Background: an optimization exercise with open tools, aiming at small area. Do not read the settings as production practice. In this exercise RTL edits were held to simulation tests only and were not proved equivalent to the original.

## motion_queue_sequencer
module motion_queue_sequencer #(
    parameter int  DEPTH = 8,
    localparam int AW    = $clog2(DEPTH)
) (
    input  logic               clk,
    input  logic               reset,
    input  logic               cmd_valid,
    output logic               cmd_ready,
    input  logic [31:0]        cmd_speed_x,
    input  logic [31:0]        cmd_speed_y,
    input  logic [31:0]        cmd_speed_z,
    input  logic [31:0]        cmd_speed_e0,
    input  logic [31:0]        cmd_speed_e1,
    input  logic signed [31:0] cmd_num_x,
    input  logic signed [31:0] cmd_num_y,
    input  logic signed [31:0] cmd_num_z,
    input  logic signed [31:0] cmd_num_e0,
    input  logic signed [31:0] cmd_num_e1,
    input  logic               abort,
    input  logic               clear_error,
    output logic [31:0]        speed_x_main,
    output logic [31:0]        speed_y_main,
    output logic [31:0]        speed_z_main,
    output logic [31:0]        speed_e0_main,
    output logic [31:0]        speed_e1_main,
    output logic signed [31:0] num_x_m,
    output logic signed [31:0] num_y_m,
    output logic signed [31:0] num_z_m,
    output logic signed [31:0] num_e0_m,
    output logic signed [31:0] num_e1_m,
    output logic               start_driving_main,
    input  logic               finish,
    input  logic               error,
    input  logic [31:0]        num_x_now,
    input  logic [31:0]        num_y_now,
    input  logic [31:0]        num_z_now,
    input  logic [31:0]        num_e0_now,
    input  logic [31:0]        num_e1_now,
    output logic signed [31:0] pos_x,
    output logic signed [31:0] pos_y,
    output logic signed [31:0] pos_z,
    output logic signed [31:0] pos_e0,
    output logic signed [31:0] pos_e1,
    input  logic               pos_load,
    input  logic signed [31:0] pos_load_x,
    input  logic signed [31:0] pos_load_y,
    input  logic signed [31:0] pos_load_z,
    input  logic signed [31:0] pos_load_e0,
    input  logic signed [31:0] pos_load_e1,
    output logic               busy,
    output logic               halted,
    output logic [AW:0]        count,
    output logic [31:0]        moves_done
);
For scale: about 7200 cells after synthesis, about 1200 I/O pins.
==> flow/config.mk <==
export PLATFORM = sky130hd
export DESIGN_NAME = motion_queue_sequencer
export DESIGN_NICKNAME = motion_queue_sequencer
export VERILOG_FILES = /design/flow/design.v
export SDC_FILE = /design/flow/constraint.sdc
export NUM_CORES = 4
export LEC_CHECK = 0
export CAP_MARGIN = 20
export CORE_MARGIN = 2
export CORE_UTILIZATION = 60
export PLACE_DENSITY = 0.68
export SLEW_MARGIN = 20
==> flow/constraint.sdc <==
create_clock -name core_clock -period 8.0 [get_ports {clk}]
set_input_delay 1.6000 -clock core_clock [delete_from_list [all_inputs] [get_ports {clk}]]
set_output_delay 1.6000 -clock core_clock [all_outputs]
set_load 0.01 [all_outputs]
standard.sh (not shown) runs the stock make flow with config.mk's settings and CLKGATE_MAP_FILE= SYNTH_SCRIPT=/design/flow/synth_recipe.tcl, a recipe that flattens the netlist after the stock synthesis.
==> flow/flow/run.sh <==
#!/bin/bash
# Own layout flow: the standard ORFS flow (standard.sh), with
#  - the port buffers made with the smallest buffer (buf_1) instead of
#    buffer_ports' default choice,
#  - clock tree synthesis without dummy loads, with smaller leaf buffers.
# Every tool's output stays in orfs/logs/; make's own output goes to make_finish.log.
set -euo pipefail
export BUFFER_PORTS_ARGS="-buffer_cell sky130_fd_sc_hd__buf_1"
export CTS_ARGS="-sink_clustering_enable -repair_clock_nets -dont_use_dummy_load -root_buf sky130_fd_sc_hd__clkbuf_16 -buf_list sky130_fd_sc_hd__clkbuf_8 -sink_clustering_size 18 -sink_clustering_max_diameter 50"
bash standard.sh "BUFFER_PORTS_ARGS=$BUFFER_PORTS_ARGS" "CTS_ARGS=$CTS_ARGS" finish > make_finish.log 2>&1
Rerun with:
--- a/flow/flow/run.sh
+++ b/flow/flow/run.sh
@@ -7,4 +7,4 @@
 set -euo pipefail
 export BUFFER_PORTS_ARGS="-buffer_cell sky130_fd_sc_hd__buf_1"
-export CTS_ARGS="-sink_clustering_enable -repair_clock_nets -dont_use_dummy_load -root_buf sky130_fd_sc_hd__clkbuf_16 -buf_list sky130_fd_sc_hd__clkbuf_8 -sink_clustering_size 18 -sink_clustering_max_diameter 50"
+export CTS_ARGS="-sink_clustering_enable -repair_clock_nets -dont_use_dummy_load -root_buf sky130_fd_sc_hd__clkbuf_16 -buf_list sky130_fd_sc_hd__clkbuf_8 -sink_clustering_size 20 -sink_clustering_max_diameter 50"
 bash standard.sh "BUFFER_PORTS_ARGS=$BUFFER_PORTS_ARGS" "CTS_ARGS=$CTS_ARGS" finish > make_finish.log 2>&1
After rerunning: The changed run passed the timing, design-rule and antenna checks. Global-route usage hardly moves. Clock skew grows by 0.022 ns. Via count shrinks by 0.54%. Area after synthesis is unchanged. Worst setup slack got worse by 0.045 ns.

-- afterwards: timing with drivers on the ports --
The flow's constraints put no driver on any port. The routed layouts listed below were extracted and timed again, unchanged, in two steps.
Step 1 assumes that a clkbuf_16 drives the clock port and a buf_2 every other input.
Step 2 adds t to the input delays and takes it off the output delays; t is the mean of the earliest and latest rising clock arrival at the registers after step 1. Input paths then give back, and output paths get back, about the clock's delay inside the block.
a / b / c = no drivers / after step 1 / after step 2; a / b = the first two.
run	t, ns	setup WS [ns]	pins driven straight from the clock port
the first run	0.930	1.883 / 1.955 / 1.025	1
the second run	0.905	1.838 / 1.908 / 1.003	1
After both steps every run listed still meets setup and hold. The setup slack of the first run, which loses most, moves by +0.072 ns with the drivers and by -0.858 ns with both steps.
